This is an optimization exercise on Yosys and OpenROAD, whose aim is small area and a short achievable clock period, not a production implementation.
For this run, only the layout was checked, not whether the RTL still works.
No activity file was given, so power comes from the tool's default toggle rates.

==> config.mk <==
export PLATFORM = sky130hd
export DESIGN_NAME = frame_gen_top
export DESIGN_NICKNAME = frame_gen_top
export VERILOG_FILES = /design/flow/design.v
export SDC_FILE = /design/flow/constraint.sdc
export NUM_CORES = 4
export LEC_CHECK = 0
export CAP_MARGIN = 20
export CORE_MARGIN = 2
export CORE_UTILIZATION = 60
export SLEW_MARGIN = 20
export SYNTH_HIERARCHICAL = 1
==> constraint.sdc <==
create_clock -name core_clock -period 12.0 [get_ports {sys_clk}]
set_input_delay 2.4000 -clock core_clock [delete_from_list [all_inputs] [get_ports {sys_clk}]]
set_output_delay 2.4000 -clock core_clock [all_outputs]
set_load 0.01 [all_outputs]
==> design.v <==
`default_nettype none
package frame_gen_pkg;
	typedef logic [47:0] mac_addr_t;
	typedef logic [31:0] ip_addr_t;
	typedef logic [15:0] udp_port_t;
	typedef logic [2:0]  cfg_addr_t;
	typedef logic [31:0] cfg_word_t;
	typedef enum logic [1:0] {
		KIND_UDP  = 2'd0,
		KIND_ARP  = 2'd1,
		KIND_ICMP = 2'd2
	} frame_kind_t;
	typedef struct packed {
		logic      enable;
		mac_addr_t local_mac;
		ip_addr_t  local_ip;
		mac_addr_t peer_mac;
		ip_addr_t  peer_ip;
		udp_port_t src_port;
		udp_port_t dst_port;
	} frame_cfg_t;
	typedef struct packed {
		logic [7:0] data;
		logic       last;
	} stream_beat_t;
	localparam cfg_addr_t REG_CTRL         = 3'd0;  
	localparam cfg_addr_t REG_LOCAL_MAC_HI = 3'd1;
	localparam cfg_addr_t REG_LOCAL_MAC_LO = 3'd2;
	localparam cfg_addr_t REG_LOCAL_IP     = 3'd3;
	localparam cfg_addr_t REG_PEER_MAC_HI  = 3'd4;
	localparam cfg_addr_t REG_PEER_MAC_LO  = 3'd5;
	localparam cfg_addr_t REG_PEER_IP      = 3'd6;
	localparam cfg_addr_t REG_PORTS        = 3'd7;  
	localparam mac_addr_t DEF_LOCAL_MAC = 48'h0024_7EDF_CA5E;
	localparam ip_addr_t  DEF_LOCAL_IP  = {8'd192, 8'd168, 8'd0, 8'd119};
	localparam mac_addr_t DEF_PEER_MAC  = 48'h00D0_0800_0002;
	localparam ip_addr_t  DEF_PEER_IP   = {8'd192, 8'd168, 8'd0, 8'd110};
	localparam udp_port_t DEF_PORT      = 16'd8080;
	localparam logic [15:0] ETH_TYPE_IPV4  = 16'h0800;
	localparam logic [15:0] ETH_TYPE_ARP   = 16'h0806;
	localparam logic [15:0] ARP_OP_REQUEST = 16'h0001;
	localparam logic [7:0]  IP_PROTO_UDP   = 8'd17;
	localparam logic [7:0]  IP_PROTO_ICMP  = 8'd1;
	localparam logic [7:0]  IP_TTL         = 8'h80;
	localparam logic [31:0]  UDP_FLAG_WORD = 32'hE1EC_0C0D;
	localparam logic [127:0] UDP_PAYLOAD   = 128'h1234_5611_1134_5678_1234_5678_AABB_CCDD;
	localparam logic [15:0]  ICMP_ID       = 16'h0001;
	localparam logic [15:0]  ICMP_SEQ      = 16'h0005;
	localparam logic [255:0] ICMP_PAYLOAD  =
		256'h6162_6364_6566_6768_696a_6b6c_6d6e_6f70_7172_7374_7576_7761_6263_6465_6667_6869;
	localparam int ETH_HDR_BYTES   = 14;
	localparam int IP_HDR_BYTES    = 20;
	localparam int ARP_BYTES       = 42;
	localparam int ICMP_BYTES      = 74;
	localparam int UDP_BYTES       = 62;
	localparam int MIN_FRAME_BYTES = 60;
	localparam int FCS_BYTES       = 4;
	localparam int MAX_BODY_BYTES  = ICMP_BYTES;
	localparam int BYTE_IDX_W      = $clog2(MAX_BODY_BYTES);
	localparam int FRAMES_PER_KIND   = 5;
	localparam int FRAME_CNT_W       = $clog2(FRAMES_PER_KIND);
	localparam int GAP_CYCLES        = 16;
	localparam int GAP_CNT_W         = $clog2(GAP_CYCLES);
	localparam logic [31:0] CRC_POLY = 32'hEDB8_8320;
	function automatic int padded_len(input int n);
		int r;
		if (n < MIN_FRAME_BYTES)
			r = MIN_FRAME_BYTES;
		else
			r = n;
		padded_len = r;
	endfunction
endpackage
`default_nettype wire
`timescale 1ns/1ps
`default_nettype none
module frame_cfg_wr (
	input  logic       sys_rst,
	input  logic       cfg_we,
	input  frame_gen_pkg::cfg_addr_t  cfg_addr,
	input  frame_gen_pkg::cfg_word_t  cfg_wdata,
	output logic [7:0]  we0,
	output logic [7:0]  we1,
	output logic [7:0]  hold,
	output logic [31:0] d_one
);
	always_comb
		for (int a = 0; a < 8; a++) begin
			we0[a]  = !sys_rst && cfg_we && (cfg_addr == 3'(a));
			we1[a]  = sys_rst || (cfg_we && (cfg_addr == 3'(a)));
			hold[a] = !we1[a];
		end
	assign d_one = sys_rst ? 32'hFFFF_FFFF : cfg_wdata;
endmodule
module frame_cfg_regs (
	input  logic       sys_clk,
	input  logic       sys_rst,
	input  logic       cfg_we,
	input  frame_gen_pkg::cfg_addr_t  cfg_addr,
	input  frame_gen_pkg::cfg_word_t  cfg_wdata,
	output frame_gen_pkg::frame_cfg_t cfg
);
	logic [7:0]  we0;
	logic [7:0]  we1;
	logic [7:0]  hold;
	logic [31:0] d_one;
	frame_cfg_wr u_wr (
		.sys_rst   (sys_rst),
		.cfg_we    (cfg_we),
		.cfg_addr  (cfg_addr),
		.cfg_wdata (cfg_wdata),
		.we0       (we0),
		.we1       (we1),
		.hold      (hold),
		.d_one     (d_one)
	);
	function automatic logic [31:0] upd(input int a, input logic [31:0] def, input logic [31:0] q);
		upd = ({32{we0[a]}} & ~def & cfg_wdata) | ({32{we1[a]}} & def & d_one) | ({32{hold[a]}} & q);
	endfunction
	always_ff @(posedge sys_clk) begin
		cfg.enable           <= 1'(upd(frame_gen_pkg::REG_CTRL, 32'h0, 32'(cfg.enable)));
		cfg.local_mac[47:32] <= 16'(upd(frame_gen_pkg::REG_LOCAL_MAC_HI, 32'(frame_gen_pkg::DEF_LOCAL_MAC[47:32]),
			32'(cfg.local_mac[47:32])));
		cfg.local_mac[31:0]  <= upd(frame_gen_pkg::REG_LOCAL_MAC_LO, frame_gen_pkg::DEF_LOCAL_MAC[31:0], cfg.local_mac[31:0]);
		cfg.local_ip         <= upd(frame_gen_pkg::REG_LOCAL_IP, frame_gen_pkg::DEF_LOCAL_IP, cfg.local_ip);
		cfg.peer_mac[47:32]  <= 16'(upd(frame_gen_pkg::REG_PEER_MAC_HI, 32'(frame_gen_pkg::DEF_PEER_MAC[47:32]),
			32'(cfg.peer_mac[47:32])));
		cfg.peer_mac[31:0]   <= upd(frame_gen_pkg::REG_PEER_MAC_LO, frame_gen_pkg::DEF_PEER_MAC[31:0], cfg.peer_mac[31:0]);
		cfg.peer_ip          <= upd(frame_gen_pkg::REG_PEER_IP, frame_gen_pkg::DEF_PEER_IP, cfg.peer_ip);
		{cfg.src_port, cfg.dst_port} <= upd(frame_gen_pkg::REG_PORTS,
			{frame_gen_pkg::DEF_PORT, frame_gen_pkg::DEF_PORT}, {cfg.src_port, cfg.dst_port});
	end
endmodule
module frame_reg #(
	parameter int W = 8
) (
	input  logic         sys_clk,
	input  logic         load,
	input  logic         keep,
	input  logic [W-1:0] d,
	output logic [W-1:0] q
);
	always_ff @(posedge sys_clk)
		q <= ({W{load}} & d) | ({W{keep}} & q);
endmodule
`default_nettype wire
`timescale 1ns/1ps
`default_nettype none
module frame_byte_dec (
	input  frame_gen_pkg::frame_kind_t kind,
	input  logic [6:0]  idx,
	output logic [24:0] sel,
	output logic [7:0]  cbyte
);
	logic [7:0] lo;   
	logic [9:0] hi;   
	logic k_udp, k_arp, k_icmp, k_ip;
	assign k_arp  = (kind == frame_gen_pkg::KIND_ARP);
	assign k_icmp = (kind == frame_gen_pkg::KIND_ICMP);
	assign k_udp  = !k_arp && !k_icmp;
	assign k_ip   = !k_arp;
	always_comb begin
		for (int i = 0; i < 8; i++)
			lo[i] = (idx[2:0] == 3'(i));
		for (int i = 0; i < 10; i++)
			hi[i] = (idx[6:3] == 4'(i));
	end
	assign sel[0] = (k_ip && hi[0] && lo[1]);  
	assign sel[1] = (k_ip && hi[0] && lo[2]);  
	assign sel[2] = (k_ip && hi[0] && lo[3]);  
	assign sel[3] = (k_ip && hi[0] && lo[4]);  
	assign sel[4] = (k_ip && hi[0] && lo[5]);  
	assign sel[5] = (k_arp && hi[2] && lo[6]) || (hi[0] && lo[6]);  
	assign sel[6] = (k_arp && hi[2] && lo[7]) || (hi[0] && lo[7]);  
	assign sel[7] = (k_arp && hi[3] && lo[0]) || (hi[1] && lo[0]);  
	assign sel[8] = (k_arp && hi[3] && lo[1]) || (hi[1] && lo[1]);  
	assign sel[9] = (k_arp && hi[3] && lo[2]) || (hi[1] && lo[2]);  
	assign sel[10] = (k_arp && hi[3] && lo[3]) || (hi[1] && lo[3]);  
	assign sel[11] = (k_arp && hi[3] && lo[4]) || (k_ip && hi[3] && lo[2]);  
	assign sel[12] = (k_arp && hi[3] && lo[5]) || (k_ip && hi[3] && lo[3]);  
	assign sel[13] = (k_arp && hi[3] && lo[6]) || (k_ip && hi[3] && lo[4]);  
	assign sel[14] = (k_arp && hi[3] && lo[7]) || (k_ip && hi[3] && lo[5]);  
	assign sel[15] = (k_arp && hi[4] && lo[6]) || (k_ip && hi[3] && lo[6]);  
	assign sel[16] = (k_arp && hi[4] && lo[7]) || (k_ip && hi[3] && lo[7]);  
	assign sel[17] = (k_arp && hi[5] && lo[0]) || (k_ip && hi[4] && lo[0]);  
	assign sel[18] = (k_arp && hi[5] && lo[1]) || (k_ip && hi[4] && lo[1]);  
	assign sel[19] = (k_udp && hi[4] && lo[2]);  
	assign sel[20] = (k_udp && hi[4] && lo[3]);  
	assign sel[21] = (k_udp && hi[4] && lo[4]);  
	assign sel[22] = (k_udp && hi[4] && lo[5]);  
	assign sel[23] = (k_ip && hi[3] && lo[0]);  
	assign sel[24] = (k_ip && hi[3] && lo[1]);  
	logic [7:0] hdr;   
	logic [7:0] udp_pay;
	logic [7:0] icmp_pay;
	logic       in_pay;
	assign hdr[0] = (k_arp && hi[0] && (lo[1] || lo[2] || lo[3] || lo[4] || lo[5])) || (k_arp && hi[1] && lo[7]) || (k_arp && hi[2] && lo[5]) || (k_icmp && hi[4] && (lo[4] || lo[7])) || (k_icmp && hi[5] && lo[1]) || (k_ip && hi[1] && lo[6]) || (k_ip && hi[2] && lo[7]);
	assign hdr[1] = (k_arp && hi[0] && (lo[1] || lo[2] || lo[3] || lo[4] || lo[5])) || (k_arp && hi[1] && lo[5]) || (k_arp && hi[2] && lo[2]) || (k_icmp && hi[4] && lo[5]);
	assign hdr[2] = (k_arp && hi[0] && (lo[1] || lo[2] || lo[3] || lo[4] || lo[5])) || (k_arp && hi[1] && lo[5]) || (k_arp && hi[2] && (lo[2] || lo[3])) || (k_icmp && hi[2] && lo[1]) || (k_icmp && hi[4] && (lo[4] || lo[5])) || (k_icmp && hi[5] && lo[1]) || (k_udp && hi[4] && lo[7]) || (k_ip && hi[1] && lo[6]);
	assign hdr[3] = (k_arp && hi[0] && (lo[1] || lo[2] || lo[3] || lo[4] || lo[5])) || (k_arp && hi[2] && lo[0]) || (k_icmp && hi[2] && lo[1]) || (k_icmp && hi[4] && (lo[2] || lo[4])) || (k_udp && hi[4] && lo[7]) || (hi[1] && lo[4]);
	assign hdr[4] = (k_arp && hi[0] && (lo[1] || lo[2] || lo[3] || lo[4] || lo[5])) || (k_icmp && hi[4] && lo[5]) || (k_udp && hi[2] && lo[7]) || (k_udp && hi[4] && lo[7]) || (k_ip && hi[2] && lo[1]);
	assign hdr[5] = (k_arp && hi[0] && (lo[1] || lo[2] || lo[3] || lo[4] || lo[5])) || (k_ip && hi[2] && lo[1]);
	assign hdr[6] = (k_arp && hi[0] && (lo[1] || lo[2] || lo[3] || lo[4] || lo[5])) || (k_icmp && hi[4] && (lo[4] || lo[5])) || (k_ip && hi[1] && lo[6]) || (k_ip && hi[2] && lo[4]);
	assign hdr[7] = (k_arp && hi[0] && (lo[1] || lo[2] || lo[3] || lo[4] || lo[5])) || (k_ip && hi[2] && lo[6]);
	assign in_pay = (hi[5] && !lo[0] && !lo[1]) || hi[6] || hi[7] || hi[8] || hi[9];
	assign icmp_pay = {3'b011, (idx[6] && idx[5:0] != 6'd0) ? idx[4:0] : idx[4:0] + 5'd23};
	always_comb
		case (idx[4:0])
			5'd10: udp_pay = 8'hE1;
			5'd11: udp_pay = 8'hEC;
			5'd12: udp_pay = 8'h0C;
			5'd13: udp_pay = 8'h0D;
			5'd14: udp_pay = 8'h12;
			5'd15: udp_pay = 8'h34;
			5'd16: udp_pay = 8'h56;
			5'd17: udp_pay = 8'h11;
			5'd18: udp_pay = 8'h11;
			5'd19: udp_pay = 8'h34;
			5'd20: udp_pay = 8'h56;
			5'd21: udp_pay = 8'h78;
			5'd22: udp_pay = 8'h12;
			5'd23: udp_pay = 8'h34;
			5'd24: udp_pay = 8'h56;
			5'd25: udp_pay = 8'h78;
			5'd26: udp_pay = 8'hAA;
			5'd27: udp_pay = 8'hBB;
			5'd28: udp_pay = 8'hCC;
			5'd29: udp_pay = 8'hDD;
			default: udp_pay = 8'h00;
		endcase
	assign cbyte = in_pay ? (k_icmp ? icmp_pay : k_udp ? udp_pay : 8'h00) : hdr;
endmodule
module frame_byte_sel (
	input  logic [24:0] sel,
	input  logic [7:0]  cbyte,
	input  frame_gen_pkg::mac_addr_t peer_mac,
	input  frame_gen_pkg::mac_addr_t local_mac,
	input  frame_gen_pkg::ip_addr_t  local_ip,
	input  frame_gen_pkg::ip_addr_t  peer_ip,
	input  frame_gen_pkg::udp_port_t src_port,
	input  frame_gen_pkg::udp_port_t dst_port,
	input  logic [15:0] ip_csum,
	output logic [7:0]  byte_out
);
	always_comb begin
		byte_out = cbyte;
		byte_out = byte_out | ({8{sel[0]}} & peer_mac[39:32]);
		byte_out = byte_out | ({8{sel[1]}} & peer_mac[31:24]);
		byte_out = byte_out | ({8{sel[2]}} & peer_mac[23:16]);
		byte_out = byte_out | ({8{sel[3]}} & peer_mac[15:8]);
		byte_out = byte_out | ({8{sel[4]}} & peer_mac[7:0]);
		byte_out = byte_out | ({8{sel[5]}} & local_mac[47:40]);
		byte_out = byte_out | ({8{sel[6]}} & local_mac[39:32]);
		byte_out = byte_out | ({8{sel[7]}} & local_mac[31:24]);
		byte_out = byte_out | ({8{sel[8]}} & local_mac[23:16]);
		byte_out = byte_out | ({8{sel[9]}} & local_mac[15:8]);
		byte_out = byte_out | ({8{sel[10]}} & local_mac[7:0]);
		byte_out = byte_out | ({8{sel[11]}} & local_ip[31:24]);
		byte_out = byte_out | ({8{sel[12]}} & local_ip[23:16]);
		byte_out = byte_out | ({8{sel[13]}} & local_ip[15:8]);
		byte_out = byte_out | ({8{sel[14]}} & local_ip[7:0]);
		byte_out = byte_out | ({8{sel[15]}} & peer_ip[31:24]);
		byte_out = byte_out | ({8{sel[16]}} & peer_ip[23:16]);
		byte_out = byte_out | ({8{sel[17]}} & peer_ip[15:8]);
		byte_out = byte_out | ({8{sel[18]}} & peer_ip[7:0]);
		byte_out = byte_out | ({8{sel[19]}} & src_port[15:8]);
		byte_out = byte_out | ({8{sel[20]}} & src_port[7:0]);
		byte_out = byte_out | ({8{sel[21]}} & dst_port[15:8]);
		byte_out = byte_out | ({8{sel[22]}} & dst_port[7:0]);
		byte_out = byte_out | ({8{sel[23]}} & ip_csum[15:8]);
		byte_out = byte_out | ({8{sel[24]}} & ip_csum[7:0]);
	end
endmodule
`default_nettype wire
`timescale 1ns/1ps
`default_nettype none
module fcs_crc_step (
	input  logic [31:0] cinv,
	input  logic [7:0]  x,
	output logic [31:0] cinv_next
);
	function automatic logic [31:0] crc_tab(input logic [7:0] v);
		logic [31:0] r;
		r = {24'h0, v};
		for (int b = 0; b < 8; b++)
			r = r[0] ? ((r >> 1) ^ frame_gen_pkg::CRC_POLY) : (r >> 1);
		crc_tab = r;
	endfunction
	assign cinv_next = {8'hFF, cinv[31:8]} ^ crc_tab(x);
endmodule
`default_nettype wire
`timescale 1ns/1ps
`default_nettype none
module frame_gen_top (
	input  logic         sys_clk,
	input  logic         sys_rst,
	input  logic         cfg_we,
	input  frame_gen_pkg::cfg_addr_t    cfg_addr,
	input  frame_gen_pkg::cfg_word_t    cfg_wdata,
	output frame_gen_pkg::stream_beat_t tx_beat,
	output logic         tx_valid,
	input  logic         tx_ready
);
	frame_gen_pkg::frame_cfg_t  cfg;
	frame_cfg_regs u_cfg_regs (
		.sys_clk   (sys_clk),
		.sys_rst   (sys_rst),
		.cfg_we    (cfg_we),
		.cfg_addr  (cfg_addr),
		.cfg_wdata (cfg_wdata),
		.cfg       (cfg)
	);
	logic       frame_start;
	logic       frame_done;
	logic       valid;      
	logic       busy;       
	logic       gap_done;
	logic [4:0] cnt;
	logic [2:0] frame_cnt;
	frame_gen_pkg::frame_kind_t frame_kind;
	frame_gen_pkg::frame_kind_t next_kind;
	assign busy     = frame_start || valid || frame_done;
	assign gap_done = !busy && cfg.enable && (cnt == 5'd15);
	always_ff @(posedge sys_clk) begin
		if (sys_rst) begin
			cnt         <= '0;
			frame_start <= 1'b0;
		end else begin
			frame_start <= gap_done;
			if (busy) begin
				if (frame_done)
					cnt <= '0;
				else if (!frame_start && cnt != 5'd20)
					cnt <= cnt + 1'b1;
			end else if (!cfg.enable || gap_done) begin
				cnt <= '0;
			end else begin
				cnt <= cnt + 1'b1;
			end
		end
	end
	always_comb begin
		case (frame_kind)
			frame_gen_pkg::KIND_UDP: next_kind = frame_gen_pkg::KIND_ARP;
			frame_gen_pkg::KIND_ARP: next_kind = frame_gen_pkg::KIND_ICMP;
			default:  next_kind = frame_gen_pkg::KIND_UDP;
		endcase
	end
	always_ff @(posedge sys_clk) begin
		if (sys_rst) begin
			frame_kind <= frame_gen_pkg::KIND_UDP;
			frame_cnt  <= '0;
		end else if (frame_done) begin
			if (frame_cnt == 3'd4) begin
				frame_cnt  <= '0;
				frame_kind <= next_kind;
			end else begin
				frame_cnt <= frame_cnt + 1'b1;
			end
		end
	end
	frame_gen_pkg::mac_addr_t s_local_mac;
	frame_gen_pkg::ip_addr_t  s_local_ip;
	logic [39:0]              s_peer_mac;  
	frame_gen_pkg::ip_addr_t  s_peer_ip;
	frame_gen_pkg::udp_port_t s_src_port;
	frame_gen_pkg::udp_port_t s_dst_port;
	logic                     snap_keep;
	assign snap_keep = !frame_start;
	frame_reg #(.W(48)) u_s_local_mac (.sys_clk(sys_clk), .load(frame_start), .keep(snap_keep), .d(cfg.local_mac),       .q(s_local_mac));
	frame_reg #(.W(32)) u_s_local_ip  (.sys_clk(sys_clk), .load(frame_start), .keep(snap_keep), .d(cfg.local_ip),        .q(s_local_ip));
	frame_reg #(.W(40)) u_s_peer_mac  (.sys_clk(sys_clk), .load(frame_start), .keep(snap_keep), .d(cfg.peer_mac[39:0]),  .q(s_peer_mac));
	frame_reg #(.W(32)) u_s_peer_ip   (.sys_clk(sys_clk), .load(frame_start), .keep(snap_keep), .d(cfg.peer_ip),         .q(s_peer_ip));
	frame_reg #(.W(16)) u_s_src_port  (.sys_clk(sys_clk), .load(frame_start), .keep(snap_keep), .d(cfg.src_port),        .q(s_src_port));
	frame_reg #(.W(16)) u_s_dst_port  (.sys_clk(sys_clk), .load(frame_start), .keep(snap_keep), .d(cfg.dst_port),        .q(s_dst_port));
	logic [15:0] cs_acc;
	logic        cs_c;
	logic [3:0]  cs_nib;
	logic [4:0]  cs_sum;
	logic [63:0] cs_words;
	logic [15:0] ip_csum;
	assign cs_words = {s_peer_ip, s_local_ip};
	assign cs_nib   = cnt[4] ? 4'h0 : cs_words[cnt[3:0]*4 +: 4];
	assign cs_sum   = 5'(cs_acc[3:0]) + 5'(cs_nib) + 5'(cs_c);
	always_ff @(posedge sys_clk) begin
		if (frame_start) begin
			cs_c   <= 1'b0;
			cs_acc <= (frame_kind == frame_gen_pkg::KIND_ICMP) ? 16'h053E : 16'h0542;
		end else if (cnt != 5'd20) begin
			cs_c   <= cs_sum[4];
			cs_acc <= {cs_sum[3:0], cs_acc[15:4]};
		end
	end
	assign ip_csum = ~{cs_acc[15:1], cs_acc[0] | cs_c};
	logic [6:0]  nidx;
	logic [6:0]  last_idx;
	logic [24:0] nsel;
	logic [7:0]  nconst;
	logic [7:0]  nxt_byte;
	always_comb begin
		case (frame_kind)
			frame_gen_pkg::KIND_ARP:  last_idx = 7'd59;
			frame_gen_pkg::KIND_ICMP: last_idx = 7'd73;
			default:                  last_idx = 7'd61;
		endcase
	end
	frame_byte_dec u_byte_dec (
		.kind  (frame_kind),
		.idx   (nidx),
		.sel   (nsel),
		.cbyte (nconst)
	);
	frame_byte_sel u_byte_sel (
		.sel       (nsel),
		.cbyte     (nconst),
		.peer_mac  ({8'h00, s_peer_mac}),
		.local_mac (s_local_mac),
		.local_ip  (s_local_ip),
		.peer_ip   (s_peer_ip),
		.src_port  (s_src_port),
		.dst_port  (s_dst_port),
		.ip_csum   (ip_csum),
		.byte_out  (nxt_byte)
	);
	logic [7:0]  out_data;
	logic        out_last;
	logic        fcs;        
	logic        is_last;    
	logic [1:0]  fcs_cnt;
	logic [31:0] cinv;
	logic [7:0]  crc_x;
	logic [31:0] cinv_next;
	logic        xfer;
	logic        crc_keep;
	assign xfer     = valid && tx_ready;
	assign crc_x    = fcs ? 8'h00 : (~cinv[7:0] ^ out_data);
	assign crc_keep = !xfer && !frame_start;
	fcs_crc_step u_crc_step (.cinv(cinv), .x(crc_x), .cinv_next(cinv_next));
	frame_reg #(.W(32)) u_crc (.sys_clk(sys_clk), .load(xfer), .keep(crc_keep), .d(cinv_next), .q(cinv));
	always_ff @(posedge sys_clk) begin
		if (sys_rst) begin
			valid      <= 1'b0;
			out_last   <= 1'b0;
			frame_done <= 1'b0;
		end else begin
			frame_done <= xfer && out_last;
			if (frame_start) begin
				valid    <= 1'b1;
				out_last <= 1'b0;
			end else if (xfer) begin
				if (out_last)
					valid <= 1'b0;
				out_last <= fcs && (fcs_cnt == 2'd2);
			end
		end
	end
	always_ff @(posedge sys_clk) begin
		if (frame_start) begin
			fcs      <= 1'b0;
			is_last  <= 1'b0;
			nidx     <= 7'd1;
		end else if (xfer) begin
			if (fcs || is_last) begin
				fcs      <= 1'b1;
				fcs_cnt  <= is_last ? 2'd0 : fcs_cnt + 1'b1;
				is_last  <= 1'b0;
			end else begin
				nidx     <= nidx + 1'b1;
				is_last  <= (nidx == last_idx);
			end
		end
	end
	logic [7:0] out_d;
	logic       out_load;
	logic       out_keep;
	assign out_load = frame_start || xfer;
	assign out_keep = !out_load;
	assign out_d    = frame_start ? ((frame_kind == frame_gen_pkg::KIND_ARP) ? 8'hFF : cfg.peer_mac[47:40])
		: (fcs || is_last) ? cinv_next[7:0] : nxt_byte;
	frame_reg #(.W(8)) u_out_data (.sys_clk(sys_clk), .load(out_load), .keep(out_keep), .d(out_d), .q(out_data));
	assign tx_valid     = valid;
	assign tx_beat.data = out_data;
	assign tx_beat.last = out_last;
endmodule
`default_nettype wire
==> flow/run.sh <==
#!/bin/bash
# Own layout flow: the standard layout (standard.sh, unchanged synthesis),
# with repair_timing asked for a larger setup margin so that it optimises the
# paths below the 12 ns constraint as well, and a flatter clock tree without
# dummy loads. flow/extra.txt holds further make variables, one per line.
# Full output of the ORFS run goes to standard.log here; ORFS also keeps each
# step's log under orfs/logs/.
set -euo pipefail
MARGIN=$(cat flow/margin.txt)
CTS="-sink_clustering_enable -repair_clock_nets -dont_use_dummy_load $(cat flow/cts.txt)"
EXTRA=()
if [[ -f flow/extra.txt ]]; then
	while IFS= read -r line; do
		[[ -n "$line" ]] && EXTRA+=("$line")
	done < flow/extra.txt
fi
bash standard.sh SETUP_SLACK_MARGIN="$MARGIN" "CTS_ARGS=$CTS" "${EXTRA[@]}" finish > standard.log 2>&1
==> flow/cts.txt <==
-sink_clustering_size 30 -sink_clustering_max_diameter 100
==> flow/margin.txt <==
8.5
==> standard.sh <==
#!/bin/bash
# synth_recipe.tcl (not shown) runs the flow's synth.tcl, then flattens the netlist and writes it again
# the make line also repeats each setting of config.mk as NAME=value (left out here)
make -C /OpenROAD-flow-scripts/flow DESIGN_CONFIG=/design/flow/config.mk WORK_HOME=/design/flow/orfs CLKGATE_MAP_FILE= SYNTH_SCRIPT=/design/flow/synth_recipe.tcl "${@:-finish}"
==> results.py <==
metrics = {
    "run_status": {
        "status": "timing/DRC/antenna clean",
    },
    "setup_path": {
        "cp_slowest_cell": "a21oi_4",
        "worst-path-max-fanout": 16,
        "crit_family": "compound AO/OA/AOI/OAI gates",
        "crit_path_end": "u_cfg_regs.cfg[153]",
        "worstSetupStartpoint": "cfg_we",
        "worstSetupPathType": "in -> reg",
        "r2r_slack_ns": 8.50,
        "rr_worst_depth": 13,
        "cp.arrival_ns": 3.99,
        "crit_path_end_kind": "register",
        "path_cells": "clkdlybuf4s15_2 > nor2b_4 > buf_4 > a21oi_4 > a22o_1",
        "crit_cells": 5,
        "path_buf_inv": 2,
        "max_stage_delay_ns": 0.61,
        "cp-start-kind": "primary input",
        "r2r_start": "nidx[1]",
        "cp.required_ns": 12.48,
        "regToRegEndpoint": "u_out_data.q[2]",
    },
    "floorplan": {
        "core_area_um2": 32500,
        "die_y_um": 186,
        "ios": 49,
        "rows": 66,
        "die_x_um": 186,
        "initial_core_util": 0.608,
        "die-area_um2": 34400,
    },
    "finish": {
        "drive_above_1_share": 0.155,
        "final_nets": 1796,
        "syn_to_final_growth_pct": 5.69,
    },
    "global_routing": {
        "grt_pass1_wl_um": 92300,
        "grtUsageTotal": 0.362,
        "grt_pass1_vias": 13929,
        "antenna_found_initial": 3,
        "grt_overflow_total": 0,
        "grt_max_degree": 103,
    },
    "route": {
        "num_vias": 15227,
        "vias_per_cell": 7.02,
        "drc": 0,
        "final_antenna_net_count": 0,
        "wl_um": 63500,
        "drt-initial-drc-count": 1738,
        "drt-wirelength-per-cell_um": 29.3,
        "drtPass1Iterations": 6,
    },
    "cts": {
        "holdBufCountCts": 0,
        "clock_latency_ns": 0.53,
        "tritoncts": "yes",
        "cts_root_buf": "clkbuf_16",
        "htreeDepth": 1,
        "clkSinkCount": 459,
        "clk_pin_slew_ns": 0.12,
        "cts-buffers-inserted": 19,
        "clockBufferDepth": 3,
    },
    "run": {
        "drv_cap": 0,
    },
    "sta": {
        "clock.fmax_mhz": 285,
        "rsz0062_at_grt": "yes",
        "tns_ns": 0,
        "finalSetupViolCount": 0,
        "period_share": 0.292,
        "slew_headroom": 0.158,
        "tightest_slew_ns": 1.26,
        "period_needed_ns": 3.51,
        "hold_viol_final": 0,
        "final_max_slew_viol_count": 0,
        "fin_skew_ns": 0.0517,
    },
    "power": {
        "p_clk_frac": 0.256,
        "p_switching_uw": 791,
        "powerDensity_nw_per_um2": 141,
        "fin_total_pwr_uw": 2960,
        "vdd.ir_drop.worst_uv": 124,
        "comb_power_share": 0.169,
        "pwr-share-seq": 0.575,
        "p_leak_uw": 0.00837,
        "p_int_uw": 2170,
        "swShare": 0.268,
    },
    "synth": {
        "ys_warn_count": 17,
        "netlist_instances": 1753,
        "synth_area_um2": 19800,
        "synth_nets": 1820,
        "syn_area_per_cell_um2": 11.3,
    },
    "hold_path": {
        "min_path_type": "reg -> reg",
    },
    "place": {
        "numPortBuffers": 48,
        "hpwl_um": 41000,
        "place_congestion": 0.970,
    },
}
## power groups by stage
stage	Combinational (uW)	Clock (uW)	Sequential (uW)
global placement	462	0	1730
detailed placement	473	0	1730
CTS	488	759	1700
finish	500	757	1700
global route	530	809	1710
floorplan	353	0	1710
## stage by stage
stage          std cells  instance area (um2)  setup slack (ns)  utilization  hold slack (ns)
4_1_cts             2162                20700              8.39        0.638            0.485
3_3_place_gp        2114                19900              7.07        0.612            0.452
2_1_floorplan       1753                19800              8.49            -            0.436
6_report            2170                20900              8.49        0.643            0.479
3_5_place_dp        2115                19900              7.00        0.612            0.455
5_1_grt             2169                20900              8.37        0.643            0.495
## cells in the final DEF (no fill, tap or decap), drive strengths merged, types with 4 or more instances in the layout
cell           instances
a22o                 442
dfxtp                441
nor2                  90
buf                   76
a22oi                 50
nand2                 41
a21oi                 41
inv                   37
or2                   34
nand3                 33
clkdlybuf4s50         32
xnor2                 32
mux2i                 30
a221oi                29
o21ai                 28
xor2                  26
ha                    26
clkbuf                20
edfxtp                18
nand2b                17
nor3                  14
nor2b                 14
a31oi                 13
nand4                 11
xnor3                 11
mux4                  10
or3                   10
a21o                   7
xor3                   6
nor4                   6
and3                   5
clkinvlp               4
o32ai                  4
nor3b                  4
nand3b                 4
o2bb2ai                4
a32oi                  4
clkdlybuf4s15          4
## state kept, by name (all words and copies together), names as in the netlist
signal,flops
u_s_local_ip.q,32
valid,1
fcs_cnt,2
out_last,1
frame_kind,2
u_s_peer_mac.q,40
u_s_peer_ip.q,32
u_crc.q,32
is_last,1
u_s_src_port.q,16
frame_start,1
u_out_data.q,8
cnt,5
u_s_dst_port.q,16
u_cfg_regs.cfg,193
frame_cnt,3
frame_done,1
nidx,7
cs_acc,16
fcs,1
cs_c,1
u_s_local_mac.q,48
## layout make-up
cell class                      count  area (um2)
Sequential cell                   459        9390
Inverter                           40         169
Timing Repair Buffer              114        1010
Fill cell                        2659       11600
Antenna cell                        1        2.50
Multi-Input combinational cell   1094        9300
Clock buffer                       19         475
Tap cell                          442         553
Timing Repair inverter              1        7.51
## repair_timing
item | CTS | global route
pin swaps | 9 | 3
gates cloned | 6 | 1
resized for setup | 93 | 25
endpoints found under the setup margin | 245 | 62
setup buffers | 22 | 5
## worst min path at each step
| stage | from | end | slack (ns) | cells after the start |
|---|---|---|---|---|
| floorplan | u_cfg_regs.cfg[192] | frame_start | 0.44 | 2 |
| global placement | u_s_peer_mac.q[19] | u_s_peer_mac.q[19] | 0.45 | 1 |
| detailed placement | u_s_local_mac.q[33] | u_s_local_mac.q[33] | 0.46 | 1 |
| CTS | u_cfg_regs.cfg[155] | u_s_local_mac.q[11] | 0.49 | 1 |
| global route | u_cfg_regs.cfg[61] | u_cfg_regs.cfg[61] | 0.50 | 1 |
| finish | u_cfg_regs.cfg[155] | u_s_local_mac.q[11] | 0.48 | 1 |
## per-layer routing
| metal | part of all wire | vias up | routed length, um | track usage |
|---|---|---|---|---|
| li1 | - | 6602 | - | - |
| met1 | 0.42 | 7588 | 26800 | 0.513 |
| met2 | 0.43 | 870 | 27400 | 0.552 |
| met3 | 0.098 | 165 | 6240 | 0.0628 |
| met4 | 0.047 | 2 | 3010 | 0.139 |
| met5 | 0.00017 | - | 11 | 0 |

## re-timing with driven ports
In the flow no input, the clock included, has a driving cell. The finished layout below was timed again as built, in two steps. Step 1: set_driving_cell puts a clkbuf_16 on sys_clk and a buf_2 on each other input, an assumption about the parent block. Step 2 times the ports against the registers' clock, not the clock port: input delays grow and output delays shrink by t, the midpoint of the rising clock arrivals with the driver on. Three values: ideal ports, drivers, drivers and shift; two values: the first two.
t, ns: 0.584
setup slack, ns: 8.491 / 8.498 / 7.945
worst setup path at the end: input to register
slew at the worst register clock pin (ns): 0.12 / 0.12
worst data-port slew with drivers (ns): 0.07
After both steps this run still meets setup and hold. The setup slack of this run moves by +0.007 ns with the drivers and by -0.546 ns with both steps.
